What follows belongs to an exercise in optimizing a design on an open flow for small area; a production flow would make more cautious choices.
Where RTL was checked, it was by simulation tests only, not by an equivalence proof against the original.
No functional check of the RTL was part of runs 4 to 6.
No activity file was given, so power comes from the tool's default toggle rates. The clock port is modelled as an ideal driver; clocking choices that lean on that would not hold on a real chip.

### config.mk
export PLATFORM = sky130hd
export DESIGN_NAME = reg_file
export DESIGN_NICKNAME = reg_file
export VERILOG_FILES = /design/flow/design.v
export SDC_FILE = /design/flow/constraint.sdc
export NUM_CORES = 4
export LEC_CHECK = 0
export CAP_MARGIN = 20
export CORE_MARGIN = 2
export CORE_UTILIZATION = 40
export SLEW_MARGIN = 20
### constraint.sdc
create_clock -name core_clock -period 6.0 [get_ports {clk}]
set_input_delay 1.2000 -clock core_clock [delete_from_list [all_inputs] [get_ports {clk}]]
set_output_delay 1.2000 -clock core_clock [all_outputs]
set_load 0.01 [all_outputs]
### design.v
package reg_file_pkg;
    localparam int          RF_XLEN  = 32;
    localparam int          RF_AW    = 5;
    localparam int          RF_NREGS = 2 ** RF_AW;
    localparam int unsigned X0_ADDR  = 0;
endpackage
module rf_scoreboard
#(
    parameter int AW = reg_file_pkg::RF_AW
) (
    input  logic          clk,
    input  logic          rst_n,
    input  logic          i_set_en,
    input  logic [AW-1:0] i_set_addr,
    input  logic          i_clr_en,
    input  logic [AW-1:0] i_clr_addr,
    input  logic [AW-1:0] i_rd_addr1,
    input  logic [AW-1:0] i_rd_addr2,
    output logic          o_busy1,
    output logic          o_busy2
);
    localparam int NREGS = 2 ** AW;
    localparam logic [AW-1:0] ZERO_ADDR = AW'(reg_file_pkg::X0_ADDR);
    logic [NREGS-1:0] r_pending;
    logic [NREGS-1:0] w_set_mask;
    logic [NREGS-1:0] w_clr_mask;
    logic [NREGS-1:0] w_pending_nxt;
    always_comb begin
        w_set_mask = '0;
        w_clr_mask = '0;
        if (i_set_en && (i_set_addr != ZERO_ADDR)) begin
            w_set_mask[i_set_addr] = 1'b1;
        end
        if (i_clr_en && (i_clr_addr != ZERO_ADDR)) begin
            w_clr_mask[i_clr_addr] = 1'b1;
        end
        w_pending_nxt    = (r_pending & ~w_clr_mask) | w_set_mask;
        w_pending_nxt[0] = 1'b0;
    end
    always_ff @(posedge clk) begin
        if (!rst_n) begin
            r_pending <= '0;
        end else begin
            r_pending <= w_pending_nxt;
        end
    end
    assign o_busy1 = r_pending[i_rd_addr1];
    assign o_busy2 = r_pending[i_rd_addr2];
endmodule
module reg_file
#(
    parameter int XLEN = reg_file_pkg::RF_XLEN,
    parameter int AW   = reg_file_pkg::RF_AW
) (
    input  logic            clk,
    input  logic            rst_n,
    input  logic [AW-1:0]   a1,
    input  logic [AW-1:0]   a2,
    input  logic [AW-1:0]   a3,
    input  logic [XLEN-1:0] wd3,
    input  logic            we3,
    input  logic            sb_set,
    input  logic [AW-1:0]   sb_addr,
    output logic [XLEN-1:0] rd1,
    output logic [XLEN-1:0] rd2,
    output logic            busy1,
    output logic            busy2
);
    localparam int NREGS = 2 ** AW;
    localparam logic [AW-1:0] ZERO_ADDR = AW'(reg_file_pkg::X0_ADDR);
    logic [XLEN-1:0] r_regs [NREGS];
    logic            w_wr_en;
    logic [XLEN-1:0] w_rd1_stored;
    logic [XLEN-1:0] w_rd2_stored;
    logic            w_pend1;
    logic            w_pend2;
    logic            w_byp1;
    logic            w_byp2;
    assign w_wr_en = we3 && (a3 != ZERO_ADDR);
    always_ff @(posedge clk) begin
        if (!rst_n) begin
            for (int i = 0; i < NREGS; i++) begin
                r_regs[i] <= '0;
            end
        end else if (w_wr_en) begin
            r_regs[a3] <= wd3;
        end
    end
    rf_scoreboard #(
        .AW(AW)
    ) u_scoreboard (
        .clk        (clk),
        .rst_n      (rst_n),
        .i_set_en   (sb_set),
        .i_set_addr (sb_addr),
        .i_clr_en   (we3),
        .i_clr_addr (a3),
        .i_rd_addr1 (a1),
        .i_rd_addr2 (a2),
        .o_busy1    (w_pend1),
        .o_busy2    (w_pend2)
    );
    assign w_rd1_stored = (a1 == ZERO_ADDR) ? '0 : r_regs[a1];
    assign w_rd2_stored = (a2 == ZERO_ADDR) ? '0 : r_regs[a2];
    assign w_byp1 = 1'b0;
    assign w_byp2 = 1'b0;
    assign rd1   = !rst_n ? '0 : (w_byp1 ? wd3 : w_rd1_stored);
    assign rd2   = !rst_n ? '0 : (w_byp2 ? wd3 : w_rd2_stored);
    assign busy1 = rst_n && !w_byp1 && w_pend1;
    assign busy2 = rst_n && !w_byp2 && w_pend2;
endmodule
### run.sh
#!/bin/bash
# synth_recipe.tcl (not shown) runs the flow's synth.tcl, then flattens the netlist and writes it again
# the make line also repeats each setting of config.mk as NAME=value (left out here)
make -C /OpenROAD-flow-scripts/flow DESIGN_CONFIG=/design/flow/config.mk WORK_HOME=/design/flow/orfs CLKGATE_MAP_FILE= SYNTH_SCRIPT=/design/flow/synth_recipe.tcl finish
==> results of run 1 <==
## metrics by stage
step | setup WS (ps) | total power (uW) | cell area [sq um] | util
after floorplan | 706 | 10100 | 56700 | -
after global placement | 581 | 11100 | 61200 | 0.434
after detailed placement | 600 | 11100 | 61200 | 0.434
after CTS | 588 | 18200 | 64900 | 0.460
after global routing | 485 | 18600 | 64900 | 0.460
final | 422 | 18200 | 64900 | 0.460
## per-layer routing
metal | GRT usage | wire, um
met1 | 0.346 | 74100
met3 | 0.0534 | 16900
met4 | 0.107 | 8710
met5 | 0 | 27
met2 | 0.414 | 89000
## critical path: stages
cell and delay [ps]:
sky130_fd_sc_hd__buf_2 520, sky130_fd_sc_hd__buf_4 440, sky130_fd_sc_hd__mux4_2 260, sky130_fd_sc_hd__mux2i_1 70
sky130_fd_sc_hd__nand2_1 90, sky130_fd_sc_hd__o21ai_0 80, sky130_fd_sc_hd__buf_4 180, sky130_fd_sc_hd__o31ai_1 800
sky130_fd_sc_hd__clkdlybuf4s50_1 700
## path summary, 6_finish.rpt
path / from / end / slack, ps / cells after the start
max: a1[2] / rd1[7] / 420 / 9
min: u_scoreboard.r_pending[15]$_SDFF_PN0_ / u_scoreboard.r_pending[15]$_SDFF_PN0_ / 500 / 2
max reg2reg: u_scoreboard.r_pending[26]$_SDFF_PN0_ / u_scoreboard.r_pending[26]$_SDFF_PN0_ / 5220 / 2
min reg2reg: u_scoreboard.r_pending[15]$_SDFF_PN0_ / u_scoreboard.r_pending[15]$_SDFF_PN0_ / 500 / 2
## Yosys cell counts, drive strengths merged, types with 2 or more instances
| cell type | number | share of area |
|---|---|---|
| xnor2 | 5 | 0.00077 |
| nand3 | 39 | 0.0034 |
| dfxtp | 31 | 0.011 |
| nor4 | 2 | 0.00022 |
| and3 | 4 | 0.00044 |
| mux2 | 14 | 0.0028 |
| o21ai | 66 | 0.0058 |
| inv | 7 | 0.00046 |
| and2 | 1026 | 0.11 |
| nor3b | 2 | 0.00026 |
| edfxtp | 1024 | 0.54 |
| a221o | 11 | 0.0019 |
| nand2 | 68 | 0.0045 |
| clkinv | 2 | 0.00013 |
| nor2 | 45 | 0.0030 |
| a211oi | 3 | 0.00040 |
| a21oi | 2 | 0.00018 |
| a22oi | 3 | 0.00040 |
| or3 | 2 | 0.00022 |
| a21boi | 31 | 0.0041 |
| o2111ai | 3 | 0.00046 |
| o22ai | 12 | 0.0013 |
| buf | 107 | 0.011 |
| nand3b | 5 | 0.00066 |
| o22a | 52 | 0.0080 |
| nor3 | 5 | 0.00044 |
| mux2i | 244 | 0.043 |
| nand2b | 2 | 0.00022 |
| o221ai | 51 | 0.0079 |
| xor2 | 5 | 0.00077 |
| clkbuf | 282 | 0.019 |
| nor2b | 7 | 0.00077 |
| ha | 10 | 0.0022 |
| mux4 | 521 | 0.21 |
## state kept, by name, indices dropped and copies added, names as in the netlist
register                flops
r_regs                   1024
u_scoreboard.r_pending     31
## where the power goes
part | switching (uW) | internal [uW] | total (uW)
Sequential | 191 | 8470 | 8660
Clock | 3050 | 4140 | 7190
Combinational | 1320 | 995 | 2320
## logic make-up after synthesis
kind of cell    Yosys count
buf+inv                 398
flops                  1055
compound gates          239
xor+xnor                 10
fa+ha+maj                10
mux                     779
simple gates           1210
## area by class of cell
cell class / count / area, sq um
fillers: 12200 / 76200
flip-flops and latches: 1055 / 31400
multi-input cells: 2248 / 24200
repair buffers: 323 / 3160
clock buffers: 141 / 3040
well taps: 1890 / 2360
clock inverters: 72 / 703
inverters: 9 / 33.8
diodes: 4 / 10.0
==> flow_metrics.env, run 1 <==
export IMPL_post_synth_inst_count=3701
export IMPL_num_cts_buffers=114
export IMPL_dp_hpwl_um=116000
export IMPL_synth_edff_count=1024
export IMPL_synthAdderAreaFrac=0.00221
export IMPL_grt_util_all_layers=0.259
export IMPL_clock_tree_from_tritoncts="built"
export IMPL_ys_types=45
export IMPL_floorplan_core_area_sq_um=141000
export IMPL_clkSinkCount=1055
export IMPL_final_instance_count_excl_fill=5742
export IMPL_most_common_layout_cells="1,026 x sky130_fd_sc_hd__and2_1, 1,024 x sky130_fd_sc_hd__edfxtp_1, 521 x sky130_fd_sc_hd__mux4_2"
export IMPL_min_path_type="flop to flop"
export IMPL_synthMuxAreaShare=0.253
export IMPL_synthFlopType="sky130_fd_sc_hd__edfxtp_1"
export IMPL_antenna_violating_nets_post_route=0
export IMPL_synthSimpleGateAreaFrac=0.128
export IMPL_design_die_area_sq_um=145000
export IMPL_drc_errors=0
export IMPL_clock_tree_root_cell="sky130_fd_sc_hd__clkbuf_16"
export IMPL_cts_resized=0
export IMPL_critical_path_max_fanout=17
export IMPL_synthArstFlopShare=0
export IMPL_globalplace_congestion=0.884
export IMPL_first_global_vias=35500
export IMPL_max_cap_viol_count=0
export IMPL_synth_yosys_warnings=2
export IMPL_fraction_of_the_yosys_area_taken_by_sequential_cells=0.554
export IMPL_num_vias=34900
export IMPL_place_detailed_instances=5525
export IMPL_dieWidth_um=380
export IMPL_power_density_nw_per_um2=280
export IMPL_floorplan_initialDensity=0.402
export IMPL_fin_crit_ps=5580
export IMPL_run_status="finished clean"
export IMPL_port_buffers=121
export IMPL_first_iter_violations=4366
export IMPL_yosys_reg_bits=1055
export IMPL_path_clk_slew_ps=60
export IMPL_hold_viol_final=0
export IMPL_layout_commonest_cell="sky130_fd_sc_hd__and2_1"
export IMPL_gr_total_overflow=0
export IMPL_worst_ir_drop_vdd_v=0.000250
export IMPL_setup_viol=0
export IMPL_fmax_mhz=179
export IMPL_top_level_ports=122
export IMPL_tightestPinTransition_ps=1190
export IMPL_p_leak_uw=0.0222
export IMPL_antenna_violations_before_repair=15
export IMPL_synth_compound_area_frac=0.0313
export IMPL_row_count=138
export IMPL_wl_per_cell_um=32.9
export IMPL_slew_viol_final=0
export IMPL_grt_pass1_wl_um=267000
export IMPL_syn_area_sq_um=56700
export IMPL_postCtsSetupRepairBufs=0
export IMPL_die_height_um=380
export IMPL_synth_top_family_by_area="multiplexers"
export IMPL_cp_data_arrival_time_ps=4380
export IMPL_grt_start_max_net_pins=88
export IMPL_cts_htree_levels=3
export IMPL_worst_ep_required_time_ps=4800
export IMPL_post_synth_xor_area_fraction=0.00155
export IMPL_cts_hold_buffers_added=0
export IMPL_clkLatencyLatePin_ps=710
export IMPL_fin_worst_hold_slack_ps=502
export IMPL_timing_critical_path_from_type="primary input"
export IMPL_area_growth_syn_to_layout_pct=14.5
export IMPL_setup_repair_after_global_routing_missed_its_margin="false"
export IMPL_average_cell_area_after_synthesis_sq_um=15.3
export IMPL_post_drt_via_cell_ratio=6.09
export IMPL_timing_final_crit_share=0.930
export IMPL_critPathCaptureType="output pin"
export IMPL_drt_wl_total_um=189000
export IMPL_relSlewSlack=0.204
export IMPL_tns_ps=0
export IMPL_finClkSkew_ps=0
export IMPL_syn_num_nets=3767
export IMPL_setup_worst_path_class="primary input to output pin"
export IMPL_cts_buffer_depth=3
export IMPL_finalNetCount=3817
export IMPL_layout_cell_share_with_drive_strength_beyond_1=0.260
export IMPL_drt_pre_antenna_iters=5
==> run 2: changes to the inputs <==
==> design.v (replaced) <==
package reg_file_pkg;
    localparam int          RF_XLEN  = 32;
    localparam int          RF_AW    = 5;
    localparam int          RF_NREGS = 2 ** RF_AW;
    localparam int unsigned X0_ADDR  = 0;
endpackage
module rf_scoreboard
#(
    parameter int AW = reg_file_pkg::RF_AW
) (
    input  logic             clk,
    input  logic             rst_n,
    input  logic [2**AW-1:1] i_set,
    input  logic [2**AW-1:1] i_clr,
    input  logic [2**AW-1:1] i_sel1,
    input  logic [2**AW-1:1] i_sel2,
    output logic             o_busy1,
    output logic             o_busy2
);
    localparam int NREGS = 2 ** AW;
    logic [NREGS-1:1] r_pending;
    always_ff @(posedge clk) begin
        if (!rst_n) begin
            r_pending <= '0;
        end else begin
            r_pending <= (r_pending & ~i_clr) | i_set;
        end
    end
    rf_sel31 u_rd1 (.i_sel(i_sel1), .i_dat(r_pending), .o_y(o_busy1));
    rf_sel31 u_rd2 (.i_sel(i_sel2), .i_dat(r_pending), .o_y(o_busy2));
endmodule
module rf_sel31 (
    input  logic [31:1] i_sel,
    input  logic [31:1] i_dat,
    output logic        o_y
);
    logic [10:0] w_n;
    for (genvar g = 0; g < 10; g++) begin : g_aoi
        rf_aoi222 u_aoi (
            .a0(i_sel[3*g+1]), .b0(i_dat[3*g+1]),
            .a1(i_sel[3*g+2]), .b1(i_dat[3*g+2]),
            .a2(i_sel[3*g+3]), .b2(i_dat[3*g+3]),
            .y (w_n[g])
        );
    end
    assign w_n[10] = ~(i_sel[31] & i_dat[31]);
    rf_nand11 u_nand (.a(w_n), .y(o_y));
endmodule
module rf_aoi222 (
    input  logic a0, b0, a1, b1, a2, b2,
    output logic y
);
    assign y = ~((a0 & b0) | (a1 & b1) | (a2 & b2));
endmodule
module rf_nand11 (
    input  logic [10:0] a,
    output logic        y
);
    assign y = ~&a;
endmodule
module reg_file
#(
    parameter int XLEN = reg_file_pkg::RF_XLEN,
    parameter int AW   = reg_file_pkg::RF_AW
) (
    input  logic            clk,
    input  logic            rst_n,
    input  logic [AW-1:0]   a1,
    input  logic [AW-1:0]   a2,
    input  logic [AW-1:0]   a3,
    input  logic [XLEN-1:0] wd3,
    input  logic            we3,
    input  logic            sb_set,
    input  logic [AW-1:0]   sb_addr,
    output logic [XLEN-1:0] rd1,
    output logic [XLEN-1:0] rd2,
    output logic            busy1,
    output logic            busy2
);
    localparam int NREGS = 2 ** AW;
    logic [XLEN-1:0]  r_regs [NREGS-1:1];
    logic [NREGS-1:1] r_valid;
    logic [NREGS-1:1] w_wr;      
    logic [NREGS-1:1] w_set;     
    logic [NREGS-1:1] w_sel1;    
    logic [NREGS-1:1] w_sel2;
    logic [NREGS-1:1] w_dsel1;   
    logic [NREGS-1:1] w_dsel2;
    always_comb begin
        for (int i = 1; i < NREGS; i++) begin
            w_wr[i]   = we3 && (a3 == AW'(i));
            w_set[i]  = sb_set && (sb_addr == AW'(i));
            w_sel1[i] = rst_n && (a1 == AW'(i));
            w_sel2[i] = rst_n && (a2 == AW'(i));
        end
    end
    assign w_dsel1 = w_sel1 & r_valid;
    assign w_dsel2 = w_sel2 & r_valid;
    always_ff @(posedge clk) begin
        if (!rst_n) begin
            r_valid <= '0;
        end else begin
            r_valid <= r_valid | w_wr;
        end
    end
    for (genvar i = 1; i < NREGS; i++) begin : g_reg
        always_ff @(posedge clk) begin
            if (w_wr[i]) begin
                r_regs[i] <= wd3;
            end
        end
    end
    for (genvar b = 0; b < XLEN; b++) begin : g_bit
        logic [NREGS-1:1] w_col;
        for (genvar i = 1; i < NREGS; i++) begin : g_col
            assign w_col[i] = r_regs[i][b];
        end
        rf_sel31 u_rd1 (.i_sel(w_dsel1), .i_dat(w_col), .o_y(rd1[b]));
        rf_sel31 u_rd2 (.i_sel(w_dsel2), .i_dat(w_col), .o_y(rd2[b]));
    end
    rf_scoreboard #(
        .AW(AW)
    ) u_scoreboard (
        .clk     (clk),
        .rst_n   (rst_n),
        .i_set   (w_set),
        .i_clr   (w_wr),
        .i_sel1  (w_sel1),
        .i_sel2  (w_sel2),
        .o_busy1 (busy1),
        .o_busy2 (busy2)
    );
endmodule
--- a/config.mk
+++ b/config.mk
@@ -7,5 +7,7 @@
 export LEC_CHECK = 0
 export CAP_MARGIN = 20
 export CORE_MARGIN = 2
-export CORE_UTILIZATION = 40
+export CORE_UTILIZATION = 60
 export SLEW_MARGIN = 20
+export SYNTH_HIERARCHICAL = 1
+export SYNTH_MINIMUM_KEEP_SIZE = 0
==> flow_metrics.env, run 2 <==
export IMPL_rr_endpoint="u_scoreboard.r_pending[14]$_SDFF_PN0_"
export IMPL_globalplace_congestion=0.976
export IMPL_clock_tree_root_cell="sky130_fd_sc_hd__clkbuf_16"
export IMPL_postCtsSetupRepairBufs=0
export IMPL_place_detailed_instances=3630
export IMPL_first_global_vias=30900
export IMPL_worstPathBufferInverterCount=3
export IMPL_max_flop_register="r_regs"
export IMPL_setup_repair_after_global_routing_missed_its_margin="false"
export IMPL_reg_largest_list="r_regs x992, r_valid x31, u_scoreboard.r_pending x31"
export IMPL_setup_viol=1
export IMPL_slew_viol_final=0
export IMPL_floorplan_initialDensity=0.607
export IMPL_worst_ep_required_time_ps=4800
export IMPL_layout_utilization=0.720
export IMPL_row_count=96
export IMPL_setup_worst_path_class="primary input to output pin"
export IMPL_r2r_worst_path_cells=2
export IMPL_hold_viol_final=0
export IMPL_gr_total_overflow=0
export IMPL_area_growth_syn_to_layout_pct=18.6
export IMPL_cp_slowest_stage_delay_ps=710
export IMPL_timing_final_crit_share=1.00
export IMPL_design_die_area_sq_um=71800
export IMPL_port_buffers=121
export IMPL_fraction_of_the_yosys_area_taken_by_sequential_cells=0.743
export IMPL_yosys_top_cells_area="sky130_fd_sc_hd__edfxtp_1 71%, sky130_fd_sc_hd__a222oi_1 16%, sky130_fd_sc_hd__dfxtp_1 3.0%"
export IMPL_layout_commonest_cell="sky130_fd_sc_hd__edfxtp_1"
export IMPL_syn_area_sq_um=41800
export IMPL_yosys_reg_bits=1054
export IMPL_synthArstFlopShare=0
export IMPL_syn_num_nets=2517
export IMPL_antenna_violations_before_repair=13
export IMPL_antenna_violating_nets_post_route=0
export IMPL_fraction_of_synthesized_cell_area_taken_by_the_top_area_cell_type=0.713
export IMPL_min_path_type="flop to flop"
export IMPL_critical_path_top_delay_family="simple AND/OR/NAND/NOR gates"
export IMPL_drt_pre_antenna_iters=17
export IMPL_crit_chain="clkdlybuf4s50_1 > and4bb_1 > and3_2 > buf_12 > a222oi_1 > nand4_1 > or3_1 > clkdlybuf4s50_1"
export IMPL_drt_wl_total_um=158000
export IMPL_final_instance_count_excl_fill=3839
export IMPL_final_critical_path_setup_slack_ps=-5.19
export IMPL_cts_buffer_depth=3
export IMPL_critPathCaptureType="output pin"
export IMPL_clock_tree_from_tritoncts="built"
export IMPL_dieWidth_um=268
export IMPL_path_clk_slew_ps=60
export IMPL_finalNetCount=2866
export IMPL_wl_per_cell_um=41.3
export IMPL_synthFlopType="sky130_fd_sc_hd__edfxtp_1"
export IMPL_number_of_fill_cells_in_the_layout=4390
export IMPL_ys_top_cells_by_count="992 x sky130_fd_sc_hd__edfxtp_1, 660 x sky130_fd_sc_hd__a222oi_1, 136 x sky130_fd_sc_hd__nand4_1, 126 x sky130_fd_sc_hd__nor2_1, 101 x sky130_fd_sc_hd__nand2_1"
export IMPL_average_cell_area_after_synthesis_sq_um=17.0
export IMPL_fmax_mhz=167
export IMPL_cp_data_arrival_time_ps=4810
export IMPL_max_cap_viol_count=0
export IMPL_timing_critical_path_from_type="primary input"
export IMPL_grt_util_all_layers=0.437
export IMPL_synth_edff_count=992
export IMPL_finClkSkew_ps=0
export IMPL_grt_start_max_net_pins=34
export IMPL_grt_pass1_wl_um=219000
export IMPL_dp_hpwl_um=95100
export IMPL_critical_path_slowest_cell="sky130_fd_sc_hd__clkdlybuf4s50_1"
export IMPL_power_density_nw_per_um2=311
export IMPL_ff2ff_setup_slack_ps=5160
export IMPL_min_path_cells=2
export IMPL_relSlewSlack=0.184
export IMPL_floorplan_core_area_sq_um=68800
export IMPL_post_synth_inst_count=2461
export IMPL_check_failures="setup timing"
export IMPL_min_delay_worst_endpoint="r_valid[13]$_SDFF_PN0_"
export IMPL_largest_register_ff_count=992
export IMPL_critical_path_max_fanout=21
export IMPL_min_delay_start="r_valid[13]$_SDFF_PN0_"
export IMPL_critical_path_top_cell_by_count="sky130_fd_sc_hd__clkdlybuf4s50_1"
export IMPL_ys_types=29
export IMPL_clkLatencyLatePin_ps=660
export IMPL_post_drt_via_cell_ratio=8.41
export IMPL_top_level_ports=122
export IMPL_most_common_layout_cells="992 x sky130_fd_sc_hd__edfxtp_1, 660 x sky130_fd_sc_hd__a222oi_1, 136 x sky130_fd_sc_hd__nand4_1"
export IMPL_drc_errors=0
export IMPL_fin_total_pwr_uw=15400
export IMPL_worst_ir_drop_vdd_v=0.000278
export IMPL_synth_largest_area_cell="sky130_fd_sc_hd__edfxtp_1"
export IMPL_num_vias=32300
export IMPL_most_common_cell_in_the_synthesized_netlist="sky130_fd_sc_hd__edfxtp_1"
export IMPL_cts_htree_levels=3
export IMPL_clkSinkCount=1054
export IMPL_first_iter_violations=8688
export IMPL_num_cts_buffers=106
export IMPL_fin_crit_ps=6010
export IMPL_pre_cts_ws_ps=45.4
export IMPL_critical_path_reg2reg_startpoint="u_scoreboard.r_pending[14]$_SDFF_PN0_"
export IMPL_p_leak_uw=0.0160
export IMPL_run_status="finished with violations"
export IMPL_layout_cell_share_with_drive_strength_beyond_1=0.136
export IMPL_synth_yosys_warnings=9
export IMPL_die_height_um=268
export IMPL_tightestPinTransition_ps=1220
## run 2: cell types whose count changed after synthesis, moves of 64 or more
cell                       delta
sky130_fd_sc_hd__and2_1    -1024
sky130_fd_sc_hd__mux2i_1    -244
sky130_fd_sc_hd__a222oi_1   +660
sky130_fd_sc_hd__nor2_1      +81
sky130_fd_sc_hd__clkbuf_1   -257
sky130_fd_sc_hd__o21ai_0     -66
sky130_fd_sc_hd__nand4_1    +135
sky130_fd_sc_hd__mux4_2     -521
sky130_fd_sc_hd__or3_1       +64
## run 2: worst max path at each step
stage,startpoint,to,slack (ps),cells after the start
floorplan,a2[3],rd2[0],1800,6
global placement,a1[1],rd1[20],150,8
detailed placement,a1[1],rd1[20],50,8
CTS,a1[1],rd1[20],20,8
global route,a1[4],rd1[23],20,8
finish,a1[4],rd1[23],-5,8
## run 2: tightest hold or removal path, cell delays in order (launching register included)
cell and delay, ps:
sky130_fd_sc_hd__dfxtp_1 310, sky130_fd_sc_hd__nand2_1 60, sky130_fd_sc_hd__o21ai_1 50
## run 2: layer usage
layer  up-vias  share of wire  track usage
met3       727           0.16        0.128
met1     15500           0.32        0.561
met5         -        0.00074            0
li1      12500              -            -
met4        16          0.085        0.304
met2      3576           0.43        0.644
## run 2: kinds of logic (layout without fill, tap and decap cells)
| kind of cell | Yosys count | in the layout | share of synthesized area |
|---|---|---|---|
| buffers and inverters | 31 | 471 | 0.00341 |
| other | 0 | 7 | 0 |
| DFF | 1054 | 1054 | 0.743 |
| and+or+nand+nor | 654 | 654 | 0.0867 |
| AOI/OAI and AO/OA | 722 | 722 | 0.167 |
## run 2: cell type report
class,instances,area [sq um],share of cell area
Timing Repair Buffer,272,2820,0.0568
Antenna cell,7,17.5,0.000353
Clock inverter,72,860,0.0173
Multi-Input combinational cell,1376,10900,0.220
Tap cell,931,1160,0.0235
Sequential cell,1054,31000,0.626
Clock buffer,127,2790,0.0564
## run 2: metrics by stage
step           TNS [ps]  area (sq um)  hold slack (ps)
2_1_floorplan         0         41800              440
3_3_place_gp          0         45900              454
3_5_place_dp          0         45900              460
4_1_cts               0         49600              469
5_1_grt               0         49600              496
6_report          -5.19         49600              473
## run 2: timing repair
| action | CTS | global route |
|---|---|---|
| resized for setup | 0 | 5 |
| endpoints found under the setup margin | 0 | 5 |
| hold buffers | 0 | 0 |
## run 2: modules after synthesis (local to each module, per instance), excerpt
module,cells,times used,flops+latches
rf_sel31,1,66,0
rf_nand11,4,66,0
reg_file,1375,1,1023
rf_aoi222,1,660,0
## run 2: power breakdown
group	total [uW]	internal, uW	switching (uW)
sequential	8180	8130	44.4
clock	6950	4100	2840
combinational	318	67.3	251
==> run 3: changes to the inputs <==
--- a/design.v
+++ b/design.v
@@ -58,6 +58,15 @@
 );
     assign y = ~&a;
 endmodule
+module rf_wdata #(
+    parameter int XLEN = reg_file_pkg::RF_XLEN
+) (
+    input  logic            rst_n,
+    input  logic [XLEN-1:0] i_wd,
+    output logic [XLEN-1:0] o_wd
+);
+    assign o_wd = i_wd & {XLEN{rst_n}};
+endmodule
 module reg_file
 #(
     parameter int XLEN = reg_file_pkg::RF_XLEN,
@@ -79,34 +88,26 @@
 );
     localparam int NREGS = 2 ** AW;
     logic [XLEN-1:0]  r_regs [NREGS-1:1];
-    logic [NREGS-1:1] r_valid;
+    logic [XLEN-1:0]  w_wd;      
     logic [NREGS-1:1] w_wr;      
+    logic [NREGS-1:1] w_ld;      
     logic [NREGS-1:1] w_set;     
     logic [NREGS-1:1] w_sel1;    
     logic [NREGS-1:1] w_sel2;
-    logic [NREGS-1:1] w_dsel1;   
-    logic [NREGS-1:1] w_dsel2;
     always_comb begin
         for (int i = 1; i < NREGS; i++) begin
             w_wr[i]   = we3 && (a3 == AW'(i));
+            w_ld[i]   = w_wr[i] || !rst_n;
             w_set[i]  = sb_set && (sb_addr == AW'(i));
             w_sel1[i] = rst_n && (a1 == AW'(i));
             w_sel2[i] = rst_n && (a2 == AW'(i));
         end
     end
-    assign w_dsel1 = w_sel1 & r_valid;
-    assign w_dsel2 = w_sel2 & r_valid;
-    always_ff @(posedge clk) begin
-        if (!rst_n) begin
-            r_valid <= '0;
-        end else begin
-            r_valid <= r_valid | w_wr;
-        end
-    end
+    rf_wdata #(.XLEN(XLEN)) u_wdata (.rst_n(rst_n), .i_wd(wd3), .o_wd(w_wd));
     for (genvar i = 1; i < NREGS; i++) begin : g_reg
         always_ff @(posedge clk) begin
-            if (w_wr[i]) begin
-                r_regs[i] <= wd3;
+            if (w_ld[i]) begin
+                r_regs[i] <= w_wd;
             end
         end
     end
@@ -115,8 +116,8 @@
         for (genvar i = 1; i < NREGS; i++) begin : g_col
             assign w_col[i] = r_regs[i][b];
         end
-        rf_sel31 u_rd1 (.i_sel(w_dsel1), .i_dat(w_col), .o_y(rd1[b]));
-        rf_sel31 u_rd2 (.i_sel(w_dsel2), .i_dat(w_col), .o_y(rd2[b]));
+        rf_sel31 u_rd1 (.i_sel(w_sel1), .i_dat(w_col), .o_y(rd1[b]));
+        rf_sel31 u_rd2 (.i_sel(w_sel2), .i_dat(w_col), .o_y(rd2[b]));
     end
     rf_scoreboard #(
         .AW(AW)
==> flow/run.sh (new file) <==
#!/bin/bash
# Standard ORFS layout with smaller port buffers and a leaner clock tree.
cp standard.sh standard_sh_copy.log
export BUFFER_PORTS_ARGS="-buffer_cell sky130_fd_sc_hd__buf_2"
export CTS_ARGS="-sink_clustering_enable -repair_clock_nets -dont_use_dummy_load -sink_clustering_size 30 -sink_clustering_max_diameter 150"
bash standard.sh > standard.log 2>&1
==> standard.sh (new file) <==
#!/bin/bash
# synth_recipe.tcl (not shown) runs the flow's synth.tcl, then flattens the netlist and writes it again
# the make line also repeats each setting of config.mk as NAME=value (left out here)
make -C /OpenROAD-flow-scripts/flow DESIGN_CONFIG=/design/flow/config.mk WORK_HOME=/design/flow/orfs CLKGATE_MAP_FILE= SYNTH_SCRIPT=/design/flow/synth_recipe.tcl "${@:-finish}"
removed: run.sh
==> flow_metrics.env, run 3 <==
export IMPL_place_detailed_instances=3426
export IMPL_hold_viol_final=0
export IMPL_r2r_worst_path_cells=2
export IMPL_die_height_um=264
export IMPL_critPathCaptureType="output pin"
export IMPL_gr_total_overflow=0
export IMPL_rr_endpoint="u_scoreboard.r_pending[31]$_SDFF_PN0_"
export IMPL_synthSimpleGateAreaFrac=0.0766
export IMPL_run_status="finished clean"
export IMPL_synth_largest_area_cell="sky130_fd_sc_hd__edfxtp_1"
export IMPL_yosys_top_cells_area="sky130_fd_sc_hd__edfxtp_1 73%, sky130_fd_sc_hd__a222oi_1 16%, sky130_fd_sc_hd__nand4_1 2.1%"
export IMPL_yosys_reg_bits=1023
export IMPL_cts_buffer_depth=3
export IMPL_cts_hold_buffers_added=0
export IMPL_fmax_mhz=182
export IMPL_layout_cell_share_with_drive_strength_beyond_1=0.159
export IMPL_ys_top_cells_by_count="992 x sky130_fd_sc_hd__edfxtp_1, 660 x sky130_fd_sc_hd__a222oi_1, 136 x sky130_fd_sc_hd__nand4_1, 124 x sky130_fd_sc_hd__nor2_1, 70 x sky130_fd_sc_hd__nand2_1"
export IMPL_syn_num_nets=2393
export IMPL_synthFlopType="sky130_fd_sc_hd__edfxtp_1"
export IMPL_min_path_cells=2
export IMPL_num_cts_buffers=40
export IMPL_port_buffers=121
export IMPL_dp_hpwl_um=83800
export IMPL_clkLatencyLatePin_ps=610
export IMPL_tns_ps=0
export IMPL_critical_path_max_fanout=49
export IMPL_num_vias=29800
export IMPL_most_common_layout_cells="992 x sky130_fd_sc_hd__edfxtp_1, 660 x sky130_fd_sc_hd__a222oi_1, 136 x sky130_fd_sc_hd__nand4_1"
export IMPL_layout_commonest_cell="sky130_fd_sc_hd__edfxtp_1"
export IMPL_floorplan_initialDensity=0.605
export IMPL_min_delay_start="u_scoreboard.r_pending[13]$_SDFF_PN0_"
export IMPL_worst_ir_drop_vdd_v=0.000427
export IMPL_tightestPinTransition_ps=1250
export IMPL_synthArstFlopShare=0
export IMPL_relSlewSlack=0.167
export IMPL_first_global_vias=28100
export IMPL_reg_largest_list="r_regs x992, u_scoreboard.r_pending x31"
export IMPL_ff2ff_setup_slack_ps=5240
export IMPL_antenna_violating_nets_post_route=0
export IMPL_timing_critical_path_from_type="primary input"
export IMPL_critical_path_slowest_cell="sky130_fd_sc_hd__nor2_4"
export IMPL_globalRouteMet3Util=0.0835
export IMPL_postCtsSetupRepairBufs=0
export IMPL_global_route_usage_met1=0.543
export IMPL_synthAdderAreaFrac=0
export IMPL_antenna_violations_before_repair=1
export IMPL_final_instance_count_excl_fill=3467
export IMPL_clkSinkCount=1023
export IMPL_design_die_area_sq_um=69800
export IMPL_critical_path_reg2reg_startpoint="u_scoreboard.r_pending[31]$_SDFF_PN0_"
export IMPL_fin_crit_ps=5480
export IMPL_synth_top_family_by_area="compound AO/OA/AOI/OAI gates"
export IMPL_syn_area_sq_um=40600
export IMPL_top_level_ports=122
export IMPL_worstPathBufferInverterCount=2
export IMPL_critical_path_top_delay_family="simple AND/OR/NAND/NOR gates"
export IMPL_area_growth_syn_to_layout_pct=10.8
export IMPL_cp_slowest_stage_delay_ps=880
export IMPL_fraction_of_synthesized_cell_area_taken_by_the_top_area_cell_type=0.733
export IMPL_grt_pass1_wl_um=199000
export IMPL_setup_worst_path_class="primary input to output pin"
export IMPL_post_synth_xor_area_fraction=0
export IMPL_globalplace_congestion=0.985
export IMPL_finClkSkew_ps=0
export IMPL_drc_errors=0
export IMPL_ys_types=23
export IMPL_setup_viol=0
export IMPL_post_synth_inst_count=2337
export IMPL_crit_chain="buf_6 > or4b_1 > nor2_4 > a222oi_1 > nand4_1 > or3_1 > buf_2"
export IMPL_post_drt_via_cell_ratio=8.60
export IMPL_cts_resized=0
export IMPL_timing_final_crit_share=0.914
export IMPL_max_flop_register="r_regs"
export IMPL_grt_util_all_layers=0.399
export IMPL_p_leak_uw=0.0145
export IMPL_largest_register_ff_count=992
export IMPL_cp_data_arrival_time_ps=4280
export IMPL_fraction_of_the_yosys_area_taken_by_sequential_cells=0.748
export IMPL_synth_compound_area_frac=0.172
export IMPL_path_clk_slew_ps=110
export IMPL_finalNetCount=2651
export IMPL_clock_tree_from_tritoncts="built"
export IMPL_max_cap_viol_count=0
export IMPL_clock_tree_root_cell="sky130_fd_sc_hd__clkbuf_16"
export IMPL_first_iter_violations=7597
export IMPL_cts_htree_levels=2
export IMPL_most_common_cell_in_the_synthesized_netlist="sky130_fd_sc_hd__edfxtp_1"
export IMPL_min_path_type="flop to flop"
export IMPL_most_heavily_used_metal_layer_in_global_routing="met2"
export IMPL_grt_start_max_net_pins=50
export IMPL_drt_wl_total_um=143000
export IMPL_synth_yosys_warnings=9
export IMPL_dieWidth_um=264
export IMPL_floorplan_core_area_sq_um=67200
export IMPL_min_delay_worst_endpoint="u_scoreboard.r_pending[13]$_SDFF_PN0_"
export IMPL_worst_ep_required_time_ps=4800
export IMPL_average_cell_area_after_synthesis_sq_um=17.4
export IMPL_synthMuxAreaShare=0
export IMPL_layout_utilization=0.670
export IMPL_wl_per_cell_um=41.2
export IMPL_row_count=95
export IMPL_grt_use_met2=0.612
export IMPL_power_density_nw_per_um2=289
export IMPL_synth_edff_count=992
export IMPL_setup_repair_after_global_routing_missed_its_margin="false"
export IMPL_drt_pre_antenna_iters=13
export IMPL_fin_worst_hold_slack_ps=628
export IMPL_slew_viol_final=0
-- run 3: cell count changes in the layout (fill, tap and decap cells not counted), sizes merged, moves of 42 or more --
cell | previous run | this run
and3 | 62 | 0
clkbuf | 127 | 40
clkdlybuf4s50 | 96 | 0
clkinv | 42 | 0
buf | 174 | 243
-- run 3: cells by family (layout without fill, tap and decap cells) --
kind of cell | after synthesis | count (layout)
simple gates | 565 | 565
flops | 1023 | 1023
other cells | 0 | 1
compound gates | 722 | 722
buf+inv | 27 | 283
-- run 3: how the worst max path moves through the flow --
stage | end | cells past startpoint | slack, ps | from
after global placement | rd2[1] | 7 | 620 | rst_n
after detailed placement | rd2[1] | 7 | 640 | rst_n
after CTS | rd2[23] | 7 | 600 | rst_n
after global routing | rd2[2] | 7 | 510 | rst_n
final | rd2[1] | 7 | 520 | rst_n
after floorplan | busy1 | 6 | 1380 | rst_n
-- run 3: final cells by class --
| class | instances | area, sq um |
|---|---|---|
| Clock buffer | 40 | 1000 |
| Timing Repair Buffer | 243 | 1620 |
| Fill cell | 4501 | 22100 |
| Sequential cell | 1023 | 30400 |
| Antenna cell | 1 | 2.50 |
| Tap cell | 873 | 1090 |
| Multi-Input combinational cell | 1287 | 10900 |
-- run 3: metal layers --
layer,wire [um],vias to the layer above,share of wire
met2,64500,2967,0.45
met3,20800,457,0.15
met1,48100,14700,0.34
met5,7,-,0.000049
li1,-,11700,-
met4,9490,2,0.066
-- run 3: tightest hold or removal path: cells and delay by family, from the launching register on --
kind / cells / cell delay, ps
AOI/OAI and AO/OA: 1 / 110
DFF: 1 / 360
and+or+nand+nor: 1 / 130
-- run 3: modules after synthesis (local to each module, per instance), excerpt --
module     times used  flops+latches  cell area [sq um]  cells
reg_file            1            992              30900   1216
rf_aoi222         660              0               10.0      1
rf_nand11          66              0               23.8      4
rf_sel31           66              0               3.75      1
-- run 3: through the flow --
stage | total power [uW] | worst slack, ps | area (sq um)
floorplan | 9300 | 1380 | 40600
global placement | 9820 | 620 | 44000
detailed placement | 9880 | 637 | 44000
CTS | 13000 | 602 | 45000
global route | 13300 | 509 | 45000
finish | 13000 | 517 | 45000
-- run 3: report_power, final --
part,leakage (uW),internal [uW],total (uW),switching [uW]
Combinational,0.00419,243,973,730
Sequential,0.00984,8500,8790,299
Clock,0.000493,1210,3240,2030
==> run 4: changes to the inputs <==
--- a/design.v
+++ b/design.v
@@ -9,9 +9,8 @@
     parameter int AW = reg_file_pkg::RF_AW
 ) (
     input  logic             clk,
-    input  logic             rst_n,
-    input  logic [2**AW-1:1] i_set,
-    input  logic [2**AW-1:1] i_clr,
+    input  logic [2**AW-1:1] i_set,        
+    input  logic [2**AW-1:1] i_ld,         
     input  logic [2**AW-1:1] i_sel1,
     input  logic [2**AW-1:1] i_sel2,
     output logic             o_busy1,
@@ -20,11 +19,7 @@
     localparam int NREGS = 2 ** AW;
     logic [NREGS-1:1] r_pending;
     always_ff @(posedge clk) begin
-        if (!rst_n) begin
-            r_pending <= '0;
-        end else begin
-            r_pending <= (r_pending & ~i_clr) | i_set;
-        end
+        r_pending <= (r_pending & ~i_ld) | i_set;
     end
     rf_sel31 u_rd1 (.i_sel(i_sel1), .i_dat(r_pending), .o_y(o_busy1));
     rf_sel31 u_rd2 (.i_sel(i_sel2), .i_dat(r_pending), .o_y(o_busy2));
@@ -58,6 +53,13 @@
 );
     assign y = ~&a;
 endmodule
+module rf_nor2 (
+    input  logic a_n,
+    input  logic b_n,
+    output logic y
+);
+    assign y = ~(a_n | b_n);
+endmodule
 module rf_wdata #(
     parameter int XLEN = reg_file_pkg::RF_XLEN
 ) (
@@ -87,27 +89,45 @@
     output logic            busy2
 );
     localparam int NREGS = 2 ** AW;
+    localparam int HALF  = XLEN / 2;
     logic [XLEN-1:0]  r_regs [NREGS-1:1];
-    logic [XLEN-1:0]  w_wd;      
-    logic [NREGS-1:1] w_wr;      
-    logic [NREGS-1:1] w_ld;      
-    logic [NREGS-1:1] w_set;     
-    logic [NREGS-1:1] w_sel1;    
-    logic [NREGS-1:1] w_sel2;
+    logic [XLEN-1:0]  w_wd;           
+    logic [3:0] w_ld_lo_n, w_set_lo_n, w_rd1_lo_n, w_rd2_lo_n;
+    logic [7:0] w_ld_hi_n, w_set_hi_n, w_rd1_hi_n, w_rd2_hi_n;
     always_comb begin
-        for (int i = 1; i < NREGS; i++) begin
-            w_wr[i]   = we3 && (a3 == AW'(i));
-            w_ld[i]   = w_wr[i] || !rst_n;
-            w_set[i]  = sb_set && (sb_addr == AW'(i));
-            w_sel1[i] = rst_n && (a1 == AW'(i));
-            w_sel2[i] = rst_n && (a2 == AW'(i));
+        for (int j = 0; j < 4; j++) begin
+            w_ld_lo_n[j]  = !((we3 && (a3[1:0] == 2'(j))) || !rst_n);
+            w_set_lo_n[j] = !(sb_set && rst_n && (sb_addr[1:0] == 2'(j)));
+            w_rd1_lo_n[j] = !(rst_n && (a1[1:0] == 2'(j)));
+            w_rd2_lo_n[j] = !(rst_n && (a2[1:0] == 2'(j)));
         end
+        for (int k = 0; k < 8; k++) begin
+            w_ld_hi_n[k]  = !((a3[4:2] == 3'(k)) || !rst_n);
+            w_set_hi_n[k] = !(sb_addr[4:2] == 3'(k));
+            w_rd1_hi_n[k] = !(a1[4:2] == 3'(k));
+            w_rd2_hi_n[k] = !(a2[4:2] == 3'(k));
+        end
+    end
+    logic [NREGS-1:1] w_ld  [2];      
+    logic [NREGS-1:1] w_sel1[2];      
+    logic [NREGS-1:1] w_sel2[2];
+    logic [NREGS-1:1] w_set;          
+    for (genvar i = 1; i < NREGS; i++) begin : g_dec
+        for (genvar h = 0; h < 2; h++) begin : g_half
+            rf_nor2 u_ld   (.a_n(w_ld_lo_n[i%4]),  .b_n(w_ld_hi_n[i/4]),  .y(w_ld[h][i]));
+            rf_nor2 u_sel1 (.a_n(w_rd1_lo_n[i%4]), .b_n(w_rd1_hi_n[i/4]), .y(w_sel1[h][i]));
+            rf_nor2 u_sel2 (.a_n(w_rd2_lo_n[i%4]), .b_n(w_rd2_hi_n[i/4]), .y(w_sel2[h][i]));
+        end
+        rf_nor2 u_set (.a_n(w_set_lo_n[i%4]), .b_n(w_set_hi_n[i/4]), .y(w_set[i]));
     end
     rf_wdata #(.XLEN(XLEN)) u_wdata (.rst_n(rst_n), .i_wd(wd3), .o_wd(w_wd));
     for (genvar i = 1; i < NREGS; i++) begin : g_reg
         always_ff @(posedge clk) begin
-            if (w_ld[i]) begin
-                r_regs[i] <= w_wd;
+            if (w_ld[0][i]) begin
+                r_regs[i][HALF-1:0] <= w_wd[HALF-1:0];
+            end
+            if (w_ld[1][i]) begin
+                r_regs[i][XLEN-1:HALF] <= w_wd[XLEN-1:HALF];
             end
         end
     end
@@ -116,19 +136,18 @@
         for (genvar i = 1; i < NREGS; i++) begin : g_col
             assign w_col[i] = r_regs[i][b];
         end
-        rf_sel31 u_rd1 (.i_sel(w_sel1), .i_dat(w_col), .o_y(rd1[b]));
-        rf_sel31 u_rd2 (.i_sel(w_sel2), .i_dat(w_col), .o_y(rd2[b]));
+        rf_sel31 u_rd1 (.i_sel(w_sel1[b / HALF]), .i_dat(w_col), .o_y(rd1[b]));
+        rf_sel31 u_rd2 (.i_sel(w_sel2[b / HALF]), .i_dat(w_col), .o_y(rd2[b]));
     end
     rf_scoreboard #(
         .AW(AW)
     ) u_scoreboard (
-        .clk     (clk),
-        .rst_n   (rst_n),
-        .i_set   (w_set),
-        .i_clr   (w_wr),
-        .i_sel1  (w_sel1),
-        .i_sel2  (w_sel2),
-        .o_busy1 (busy1),
-        .o_busy2 (busy2)
+        .clk        (clk),
+        .i_set      (w_set),
+        .i_ld       (w_ld[0]),
+        .i_sel1     (w_sel1[1]),
+        .i_sel2     (w_sel2[1]),
+        .o_busy1    (busy1),
+        .o_busy2    (busy2)
     );
 endmodule
==> flow_metrics.env, run 4 <==
export IMPL_run_status="finished clean"
export IMPL_yosys_reg_bits=1023
export IMPL_clock_tree_root_cell="sky130_fd_sc_hd__clkbuf_16"
export IMPL_average_cell_area_after_synthesis_sq_um=17.0
export IMPL_worst_ir_drop_vdd_v=0.000282
export IMPL_dieWidth_um=264
export IMPL_row_count=95
export IMPL_tightestPinTransition_ps=1140
export IMPL_largest_register_ff_count=992
export IMPL_worst_ep_required_time_ps=4800
export IMPL_grt_pass1_wl_um=200000
export IMPL_power_density_nw_per_um2=296
export IMPL_die_height_um=264
export IMPL_first_global_vias=28400
export IMPL_globalRouteMet3Util=0.102
export IMPL_min_delay_start="u_scoreboard.r_pending[10]$_DFF_P_"
export IMPL_grt_use_met2=0.613
export IMPL_reg_largest_list="r_regs x992, u_scoreboard.r_pending x31"
export IMPL_critPathCaptureType="output pin"
export IMPL_syn_area_sq_um=40600
export IMPL_gr_total_overflow=0
export IMPL_most_heavily_used_metal_layer_in_global_routing="met2"
export IMPL_min_path_cells=1
export IMPL_critical_path_reg2reg_startpoint="u_scoreboard.r_pending[25]$_DFF_P_"
export IMPL_port_buffers=121
export IMPL_setup_worst_path_class="primary input to output pin"
export IMPL_floorplan_core_area_sq_um=67200
export IMPL_drc_errors=0
export IMPL_max_flop_register="r_regs"
export IMPL_cts_resized=0
export IMPL_clkSinkCount=1023
export IMPL_timing_critical_path_from_type="primary input"
export IMPL_hold_viol_final=0
export IMPL_layout_commonest_cell="sky130_fd_sc_hd__edfxtp_1"
export IMPL_post_synth_inst_count=2388
export IMPL_num_cts_buffers=40
export IMPL_design_die_area_sq_um=69800
export IMPL_postCtsSetupRepairBufs=0
export IMPL_min_delay_worst_endpoint="u_scoreboard.r_pending[10]$_DFF_P_"
export IMPL_floorplan_initialDensity=0.605
export IMPL_path_clk_slew_ps=120
export IMPL_most_common_cell_in_the_synthesized_netlist="sky130_fd_sc_hd__edfxtp_1"
export IMPL_synth_largest_area_cell="sky130_fd_sc_hd__edfxtp_1"
export IMPL_most_common_layout_cells="992 x sky130_fd_sc_hd__edfxtp_1, 660 x sky130_fd_sc_hd__a222oi_1, 213 x sky130_fd_sc_hd__nor2_1"
export IMPL_antenna_violations_before_repair=20
export IMPL_r2r_worst_path_cells=1
export IMPL_layout_cell_share_with_drive_strength_beyond_1=0.146
export IMPL_wl_per_cell_um=39.6
export IMPL_critical_path_slowest_cell="sky130_fd_sc_hd__or3_1"
export IMPL_tns_ps=0
export IMPL_antenna_violating_nets_post_route=0
export IMPL_finClkSkew_ps=0
export IMPL_num_vias=30300
export IMPL_cp_data_arrival_time_ps=4220
export IMPL_grt_start_max_net_pins=37
export IMPL_fin_crit_ps=5420
export IMPL_synth_edff_count=992
export IMPL_ys_types=23
export IMPL_area_growth_syn_to_layout_pct=10.3
export IMPL_global_route_usage_met1=0.527
export IMPL_first_iter_violations=7754
export IMPL_fmax_mhz=185
export IMPL_post_drt_via_cell_ratio=8.37
export IMPL_clock_tree_from_tritoncts="built"
export IMPL_globalplace_congestion=0.946
export IMPL_cts_buffer_depth=3
export IMPL_min_path_type="flop to flop"
export IMPL_drt_pre_antenna_iters=9
export IMPL_setup_repair_after_global_routing_missed_its_margin="false"
export IMPL_synth_yosys_warnings=13
export IMPL_clkLatencyLatePin_ps=630
export IMPL_drt_wl_total_um=143000
export IMPL_synthFlopType="sky130_fd_sc_hd__edfxtp_1"
export IMPL_finalNetCount=2795
export IMPL_timing_final_crit_share=0.903
export IMPL_grt_util_all_layers=0.401
export IMPL_dp_hpwl_um=86200
export IMPL_yosys_top_cells_area="sky130_fd_sc_hd__edfxtp_1 73%, sky130_fd_sc_hd__a222oi_1 16%, sky130_fd_sc_hd__nand4_1 2.0%"
export IMPL_relSlewSlack=0.237
export IMPL_number_of_fill_cells_in_the_layout=4617
export IMPL_layout_utilization=0.668
export IMPL_fraction_of_synthesized_cell_area_taken_by_the_top_area_cell_type=0.733
export IMPL_fraction_of_the_yosys_area_taken_by_sequential_cells=0.748
export IMPL_top_level_ports=122
export IMPL_cp_slowest_stage_delay_ps=570
export IMPL_setup_viol=0
export IMPL_critical_path_max_fanout=14
export IMPL_p_leak_uw=0.0146
export IMPL_syn_num_nets=2444
export IMPL_cts_htree_levels=2
export IMPL_slew_viol_final=0
export IMPL_ff2ff_setup_slack_ps=5380
export IMPL_ys_top_cells_by_count="992 x sky130_fd_sc_hd__edfxtp_1, 660 x sky130_fd_sc_hd__a222oi_1, 221 x sky130_fd_sc_hd__nor2_1, 133 x sky130_fd_sc_hd__nand4_1, 72 x sky130_fd_sc_hd__or3_1"
export IMPL_crit_chain="buf_2 > inv_4 > or3_1 > nor2_1 > buf_4 > a222oi_1 > nand4_1 > or3_1 > buf_2"
export IMPL_max_cap_viol_count=0
export IMPL_rr_endpoint="u_scoreboard.r_pending[25]$_DFF_P_"
export IMPL_cts_hold_buffers_added=0
export IMPL_synthArstFlopShare=0
run 4: metrics by stage:
stage | setup slack (ps) | cells | instance area [sq um] | power [uW] | hold WS [ps]
6_report | 580 | 3617 | 44800 | 13300 | 502
5_1_grt | 559 | 3611 | 44800 | 13600 | 521
4_1_cts | 884 | 3610 | 44800 | 13200 | 499
3_5_place_dp | 889 | 3570 | 43800 | 10100 | 466
3_3_place_gp | 362 | 3567 | 43800 | 10000 | 462
2_1_floorplan | 1810 | 2388 | 40600 | 9450 | 446
run 4: worst max-delay path by stage:
stage	from	to	slack (ps)	depth (start not counted)
6_report	rst_n	rd1[14]	580	9
5_1_grt	rst_n	rd1[14]	560	9
4_1_cts	rst_n	rd1[14]	880	9
3_5_place_dp	a1[4]	rd1[17]	890	8
3_3_place_gp	rst_n	rd1[6]	360	8
2_1_floorplan	rst_n	busy1	1810	7
run 4: per-layer routing:
metal | vias to the layer above | share of wire
li1 | 12000 | -
met1 | 14700 | 0.33
met5 | - | 0.00093
met3 | 517 | 0.16
met4 | 22 | 0.070
met2 | 3048 | 0.45
run 4: modules after synthesis (local to each module, per instance), a selection:
module     flops+latches  area, sq um  copies in the design
reg_file             992        30200                     1
rf_nand11              0         23.8                    66
rf_aoi222              0         10.0                   660
rf_nor2                0         3.75                   217
rf_sel31               0         3.75                    66
run 4: power breakdown:
| group | total [uW] | switching (uW) | internal [uW] | leakage, uW |
|---|---|---|---|---|
| combinational | 1100 | 821 | 283 | 0.00492 |
| sequential | 8900 | 328 | 8570 | 0.00914 |
| clock | 3270 | 2060 | 1210 | 0.000493 |
| total | 13300 | 3210 | 10100 | 0.0146 |
run 4: cells by family (layout without fill, tap and decap cells):
group                  count (synthesis)  count (layout)  share of synthesized area
AO/OA/AOI/OAI                        702             702                      0.170
buffers and inverters                 42             391                    0.00425
flip-flops                          1023            1023                      0.748
other                                  0               7                          0
AND/OR/NAND/NOR                      621             621                     0.0773
run 4: worst max-delay path, delay by kind of cell:
family / cells / cell delay [ps]
AO/OA/AOI/OAI: 1 / 340
AND/OR/NAND/NOR: 4 / 1880
buffers and inverters: 4 / 780
run 4: final cells by class:
cell class / count / area [sq um] / area share
diodes: 7 / 17.5 / 0.000391
clock buffers: 40 / 1000 / 0.0223
inverters: 36 / 138 / 0.00307
multi-input cells: 1323 / 10100 / 0.225
flip-flops and latches: 1023 / 30400 / 0.678
well taps: 873 / 1090 / 0.0244
repair buffers: 315 / 2070 / 0.0462
==> run 5: changes to the inputs <==
==> flow/run.sh (replaced) <==
#!/bin/bash
# Standard ORFS layout with smaller port buffers and a leaner clock tree.
export BUFFER_PORTS_ARGS="-buffer_cell sky130_fd_sc_hd__buf_2"
export CTS_ARGS="-sink_clustering_enable -repair_clock_nets -dont_use_dummy_load -sink_clustering_size 30 -sink_clustering_max_diameter 150"
bash standard.sh > standard.log 2>&1
--- a/config.mk
+++ b/config.mk
@@ -7,7 +7,8 @@
 export LEC_CHECK = 0
 export CAP_MARGIN = 20
 export CORE_MARGIN = 2
-export CORE_UTILIZATION = 60
+export CORE_UTILIZATION = 68
+export PLACE_DENSITY = 0.74
 export SLEW_MARGIN = 20
 export SYNTH_HIERARCHICAL = 1
 export SYNTH_MINIMUM_KEEP_SIZE = 0
==> flow_metrics.env, run 5 <==
export IMPL_cts_hold_buffers_added=0
export IMPL_most_common_layout_cells="992 x sky130_fd_sc_hd__edfxtp_1, 660 x sky130_fd_sc_hd__a222oi_1, 210 x sky130_fd_sc_hd__nor2_1"
export IMPL_fraction_of_the_yosys_area_taken_by_sequential_cells=0.748
export IMPL_num_vias=30700
export IMPL_syn_num_nets=2444
export IMPL_clkSinkCount=1023
export IMPL_post_synth_xor_area_fraction=0
export IMPL_post_synth_inst_count=2388
export IMPL_grt_start_max_net_pins=32
export IMPL_antenna_violating_nets_post_route=0
export IMPL_clock_tree_root_cell="sky130_fd_sc_hd__clkbuf_16"
export IMPL_worst_ep_required_time_ps=4800
export IMPL_hold_viol_final=0
export IMPL_top_level_ports=122
export IMPL_min_path_cells=1
export IMPL_tns_ps=0
export IMPL_critical_path_max_fanout=27
export IMPL_cts_resized=0
export IMPL_power_density_nw_per_um2=296
export IMPL_drt_wl_total_um=138000
export IMPL_path_clk_slew_ps=120
export IMPL_drt_pre_antenna_iters=14
export IMPL_dp_hpwl_um=83300
export IMPL_max_cap_viol_count=0
export IMPL_r2r_worst_path_cells=1
export IMPL_number_of_fill_cells_in_the_layout=3413
export IMPL_setup_viol=0
export IMPL_reg_largest_list="r_regs x992, u_scoreboard.r_pending x31"
export IMPL_cts_htree_levels=2
export IMPL_synthSimpleGateAreaFrac=0.0773
export IMPL_ys_types=23
export IMPL_finClkSkew_ps=0
export IMPL_layout_commonest_cell="sky130_fd_sc_hd__edfxtp_1"
export IMPL_clkLatencyLatePin_ps=620
export IMPL_critical_path_slowest_cell="sky130_fd_sc_hd__nand4_1"
export IMPL_row_count=89
export IMPL_min_delay_start="u_scoreboard.r_pending[10]$_DFF_P_"
export IMPL_dieWidth_um=248
export IMPL_critPathCaptureType="output pin"
export IMPL_average_cell_area_after_synthesis_sq_um=17.0
export IMPL_floorplan_initialDensity=0.689
export IMPL_synth_yosys_warnings=13
export IMPL_max_flop_register="r_regs"
export IMPL_synth_top_family_by_area="compound AO/OA/AOI/OAI gates"
export IMPL_crit_chain="buf_2 > inv_4 > or3_1 > nor2_1 > buf_4 > a222oi_1 > nand4_1 > or3_1 > buf_2"
export IMPL_critical_path_reg2reg_startpoint="u_scoreboard.r_pending[28]$_DFF_P_"
export IMPL_place_detailed_instances=3464
export IMPL_layout_cell_share_with_drive_strength_beyond_1=0.146
export IMPL_p_leak_uw=0.0145
export IMPL_design_die_area_sq_um=61700
export IMPL_final_instance_count_excl_fill=3517
export IMPL_slew_viol_final=0
export IMPL_drc_errors=0
export IMPL_synthArstFlopShare=0
export IMPL_critical_path_top_delay_family="simple AND/OR/NAND/NOR gates"
export IMPL_num_cts_buffers=40
export IMPL_cp_slowest_stage_delay_ps=630
export IMPL_post_drt_via_cell_ratio=8.73
export IMPL_grt_pass1_wl_um=197000
export IMPL_synth_edff_count=992
export IMPL_fin_crit_ps=5680
export IMPL_first_iter_violations=9066
export IMPL_setup_repair_after_global_routing_missed_its_margin="false"
export IMPL_setup_worst_path_class="primary input to output pin"
export IMPL_fraction_of_synthesized_cell_area_taken_by_the_top_area_cell_type=0.733
export IMPL_cts_buffer_depth=3
export IMPL_syn_area_sq_um=40600
export IMPL_layout_utilization=0.757
export IMPL_floorplan_core_area_sq_um=59000
export IMPL_synthMuxAreaShare=0
export IMPL_worstPathBufferInverterCount=4
export IMPL_finalNetCount=2790
export IMPL_yosys_reg_bits=1023
export IMPL_run_status="finished clean"
export IMPL_multi_input_area_sq_um=10100
export IMPL_timing_critical_path_from_type="primary input"
export IMPL_tightestPinTransition_ps=1120
export IMPL_ys_top_cells_by_count="992 x sky130_fd_sc_hd__edfxtp_1, 660 x sky130_fd_sc_hd__a222oi_1, 221 x sky130_fd_sc_hd__nor2_1, 133 x sky130_fd_sc_hd__nand4_1, 72 x sky130_fd_sc_hd__or3_1"
export IMPL_gr_total_overflow=0
export IMPL_min_path_type="flop to flop"
export IMPL_grt_util_all_layers=0.438
export IMPL_yosys_top_cells_area="sky130_fd_sc_hd__edfxtp_1 73%, sky130_fd_sc_hd__a222oi_1 16%, sky130_fd_sc_hd__nand4_1 2.0%"
export IMPL_synthAdderAreaFrac=0
export IMPL_regArea_sq_um=30400
export IMPL_synth_compound_area_frac=0.170
export IMPL_postCtsSetupRepairBufs=0
export IMPL_rr_endpoint="u_scoreboard.r_pending[28]$_DFF_P_"
export IMPL_cp_data_arrival_time_ps=4480
export IMPL_clock_tree_from_tritoncts="built"
export IMPL_globalplace_congestion=1.01
export IMPL_port_buffers=121
export IMPL_synth_largest_area_cell="sky130_fd_sc_hd__edfxtp_1"
export IMPL_ff2ff_setup_slack_ps=5370
export IMPL_area_growth_syn_to_layout_pct=9.99
export IMPL_timing_final_crit_share=0.947
export IMPL_fmax_mhz=176
export IMPL_die_height_um=248
export IMPL_synthFlopType="sky130_fd_sc_hd__edfxtp_1"
export IMPL_relSlewSlack=0.255
export IMPL_first_global_vias=29400
export IMPL_wl_per_cell_um=39.3
export IMPL_min_delay_worst_endpoint="u_scoreboard.r_pending[10]$_DFF_P_"
export IMPL_worst_ir_drop_vdd_v=0.000373
export IMPL_most_common_cell_in_the_synthesized_netlist="sky130_fd_sc_hd__edfxtp_1"
export IMPL_antenna_violations_before_repair=23
export IMPL_largest_register_ff_count=992
==> run 5: cell counts after synthesis <==
No cell type changed its count.
==> run 5: cells by family (layout without fill, tap and decap cells) <==
logic type             Yosys count  in the layout
AND/OR/NAND/NOR                621            621
other                            0             12
flip-flops                    1023           1023
AO/OA/AOI/OAI                  702            702
buffers and inverters           42            386
==> run 5: worst max-delay path by stage <==
stage	endpoint	slack (ps)	cells after the start	start
finish	rd2[10]	320	9	rst_n
CTS	rd2[10]	750	9	rst_n
floorplan	busy1	1810	7	rst_n
global placement	rd2[17]	880	9	rst_n
global route	rd2[17]	400	9	rst_n
detailed placement	rd2[10]	760	9	rst_n
==> run 5: routing by layer <==
metal	vias up	routed length (um)	GRT usage
li1	12000	-	-
met1	14500	41300	0.570
met2	3443	60400	0.660
met3	756	23800	0.110
met4	18	12700	0.295
met5	-	108	0
==> run 5: final cells by class <==
class                           instances  share of cell area
Sequential cell                      1023               0.680
Multi-Input combinational cell       1323               0.227
Timing Repair Buffer                  310              0.0454
Clock buffer                           40              0.0224
Tap cell                              773              0.0216
Inverter                               36             0.00308
Antenna cell                           12            0.000672
==> run 5: per-module statistics from Yosys (local to each module, per instance), a selection <==
module,cell area [sq um],flops+latches,times used,cells
rf_nor2,3.75,0,217,1
rf_sel31,3.75,0,66,1
rf_nand11,23.8,0,66,4
reg_file,30200,992,1,1053
rf_aoi222,10.0,0,660,1
==> run 5: power by group <==
group | switching, uW | leakage, uW | internal [uW]
Sequential | 340 | 0.00914 | 8570
Clock | 2000 | 0.000493 | 1210
Combinational | 810 | 0.00490 | 283
==> run 5: through the flow <==
stage	hold WS, ps	cell area (sq um)	setup slack (ps)	power [uW]
global route	517	44700	405	13500
global placement	465	43600	879	10000
finish	508	44700	320	13200
detailed placement	471	43700	756	10100
floorplan	446	40600	1810	9450
CTS	500	44700	752	13100
==> run 6: changes to the inputs <==
==> flow/run.sh (replaced) <==
#!/bin/bash
# Standard ORFS layout with the smallest port buffers and a leaner clock tree
# (no dummy loads, larger sink clusters).
export BUFFER_PORTS_ARGS="-buffer_cell sky130_fd_sc_hd__buf_1"
export CTS_ARGS="-sink_clustering_enable -repair_clock_nets -dont_use_dummy_load -sink_clustering_size 30 -sink_clustering_max_diameter 100"
bash standard.sh > standard.log 2>&1
--- a/config.mk
+++ b/config.mk
@@ -7,8 +7,7 @@
 export LEC_CHECK = 0
 export CAP_MARGIN = 20
 export CORE_MARGIN = 2
-export CORE_UTILIZATION = 68
-export PLACE_DENSITY = 0.74
+export CORE_UTILIZATION = 60
 export SLEW_MARGIN = 20
 export SYNTH_HIERARCHICAL = 1
 export SYNTH_MINIMUM_KEEP_SIZE = 0
==> flow_metrics.env, run 6 <==
export IMPL_run_status="finished clean"
export IMPL_num_vias=30200
export IMPL_globalplace_congestion=0.982
export IMPL_netSwitchingPower_uw=3210
export IMPL_worst_ir_drop_vdd_v=0.000225
export IMPL_postCtsSetupRepairBufs=0
export IMPL_post_synth_inst_count=2388
export IMPL_fin_worst_hold_slack_ps=511
export IMPL_r2r_worst_path_cells=1
export IMPL_most_common_layout_cells="992 x sky130_fd_sc_hd__edfxtp_1, 660 x sky130_fd_sc_hd__a222oi_1, 212 x sky130_fd_sc_hd__nor2_1"
export IMPL_ys_types=23
export IMPL_synth_largest_area_cell="sky130_fd_sc_hd__edfxtp_1"
export IMPL_top_level_ports=122
export IMPL_fraction_of_synthesized_cell_area_taken_by_the_top_area_cell_type=0.733
export IMPL_area_growth_syn_to_layout_pct=9.91
export IMPL_min_delay_worst_endpoint="u_scoreboard.r_pending[15]$_DFF_P_"
export IMPL_die_height_um=264
export IMPL_crit_chain="clkbuf_2 > inv_4 > or3_1 > nor2_1 > buf_4 > a222oi_1 > nand4_1 > or3_1 > buf_1"
export IMPL_grt_start_max_net_pins=37
export IMPL_dieWidth_um=264
export IMPL_setup_repair_after_global_routing_missed_its_margin="false"
export IMPL_synthFlopType="sky130_fd_sc_hd__edfxtp_1"
export IMPL_cts_htree_levels=2
export IMPL_critPathCaptureType="output pin"
export IMPL_num_cts_buffers=40
export IMPL_met2RoutedLength_um=64100
export IMPL_finalNetCount=2792
export IMPL_drt_wl_total_um=143000
export IMPL_power_combinational_fraction=0.081
export IMPL_met3_wirelength_um=22700
export IMPL_highest_layer="met5"
export IMPL_max_cap_viol_count=0
export IMPL_path_clk_slew_ps=110
export IMPL_clkSinkCount=1023
export IMPL_min_path_cells=1
export IMPL_number_of_fill_cells_in_the_layout=4701
export IMPL_layout_cell_share_with_drive_strength_beyond_1=0.102
export IMPL_yosys_top_cells_area="sky130_fd_sc_hd__edfxtp_1 73%, sky130_fd_sc_hd__a222oi_1 16%, sky130_fd_sc_hd__nand4_1 2.0%"
export IMPL_timing_critical_path_from_type="primary input"
export IMPL_synthArstFlopShare=0
export IMPL_hold_viol_final=0
export IMPL_wl_met1_um=46700
export IMPL_average_cell_area_after_synthesis_sq_um=17.0
export IMPL_synth_yosys_warnings=13
export IMPL_power_density_nw_per_um2=297
export IMPL_syn_num_nets=2444
export IMPL_antenna_violating_nets_post_route=0
export IMPL_p_seq_frac=0.672
export IMPL_syn_area_sq_um=40600
export IMPL_layout_commonest_cell="sky130_fd_sc_hd__edfxtp_1"
export IMPL_max_flop_register="r_regs"
export IMPL_grt_pass1_wl_um=200000
export IMPL_port_buffers=121
export IMPL_min_path_type="flop to flop"
export IMPL_critical_path_max_fanout=16
export IMPL_relSlewSlack=0.220
export IMPL_slew_viol_final=0
export IMPL_floorplan_initialDensity=0.605
export IMPL_critical_path_reg2reg_startpoint="u_scoreboard.r_pending[19]$_DFF_P_"
export IMPL_drc_errors=0
export IMPL_worst_ep_required_time_ps=4800
export IMPL_cts_resized=0
export IMPL_fin_crit_ps=5420
export IMPL_clockPowerShare=0.247
export IMPL_first_iter_violations=8023
export IMPL_power_report_internal_total_uw=10000
export IMPL_timing_final_crit_share=0.903
export IMPL_antenna_violations_before_repair=19
export IMPL_cp_data_arrival_time_ps=4220
export IMPL_dp_hpwl_um=86300
export IMPL_tns_ps=0
-- run 6: cell counts after synthesis --
Identical to the previous run, type by type.
-- run 6: cells by family after synthesis --
logic type,synth area share
AND/OR/NAND/NOR,0.0773
buffers and inverters,0.00425
AO/OA/AOI/OAI,0.170
flip-flops,0.748
-- run 6: stage by stage --
| stage | cell area, sq um | worst slack, ps | instances | utilization |
|---|---|---|---|---|
| floorplan | 40600 | 1810 | 2388 | - |
| global placement | 43600 | 419 | 3563 | 0.649 |
| detailed placement | 43700 | 705 | 3567 | 0.650 |
| CTS | 44700 | 693 | 3607 | 0.665 |
| global route | 44700 | 531 | 3608 | 0.665 |
| finish | 44700 | 580 | 3612 | 0.665 |
-- run 6: Yosys stat by module (local to each module, per instance), excerpt --
module,times used,cells
rf_nor2,217,1
rf_nand11,66,4
rf_sel31,66,1
reg_file,1,1053
rf_aoi222,660,1
-- run 6: power groups by stage --
stage                     logic, uW  registers, uW  clock network [uW]
after detailed placement       1040           9050                   0
after global placement         1010           8990                   0
after global routing           1100           8960                3490
final                          1080           8900                3270
after CTS                      1040           8880                3270
after floorplan                 501           8950                   0
-- run 6: area by class of cell --
type / count / area [sq um] / share of cell area
inverters: 36 / 138 / 0.00308
repair buffers: 312 / 1920 / 0.0429
clock buffers: 40 / 1000 / 0.0224
flip-flops and latches: 1023 / 30400 / 0.681
multi-input cells: 1323 / 10100 / 0.226
well taps: 873 / 1090 / 0.0245
diodes: 5 / 12.5 / 0.000280
-- run 6: layer usage --
layer  vias up  track usage
met2      2993        0.618
met5         -            0
met4        28        0.209
met1     14700        0.531
li1      12000            -
met3       474       0.0990
-- run 6: critical path: cells and delay by family --
kind	cells	cell delay, ps
buffers and inverters	4	810
AOI/OAI and AO/OA	1	460
and+or+nand+nor	4	1720
-- run 6: worst max path at each step --
stage          slack, ps      end  cells after the start
6_report             580   rd1[2]                      9
5_1_grt              530   rd1[1]                      9
4_1_cts              690  rd1[31]                      9
3_5_place_dp         700  rd1[31]                      9
3_3_place_gp         420  rd1[14]                      8
2_1_floorplan       1810    busy1                      7

afterwards: timing with drivers on the ports:
The results above use ideal ports. As a check the final layouts listed here were re-extracted and re-timed, cells and wires unchanged.
Step 1 sets driving cells, clkbuf_16 on the clock port and buf_2 on the other inputs (assumed; they add their load-dependent delay and slew).
Step 2 adds t to the input delays and takes it off the output delays; t is the mean of the earliest and latest rising clock arrival at the registers after step 1. Input paths then give back, and output paths get back, about the clock's delay inside the block.
a / b / c = ideal / step 1 / step 2; a / b = the first two.
run	t, ns	slack for setup (ns)	worst setup path after step 2	worst data-port slew with drivers (ns)	cell pins on the clock port's net
run 1	0.798	0.422 / 0.396 / 0.396	input to output	0.15	1
run 2	0.744	-0.005 / -0.030 / -0.030	input to output	0.08	1
run 3	0.662	0.517 / 0.470 / 0.470	input to output	0.09	1
run 4	0.666	0.580 / 0.491 / 0.491	input to output	0.15	1
run 5	0.651	0.320 / 0.297 / 0.297	input to output	0.16	1
run 6	0.698	0.580 / 0.479 / 0.479	input to output	0.17	1
The setup slack of run 6, which loses most, moves by -0.101 ns with the drivers and by -0.101 ns with both steps.
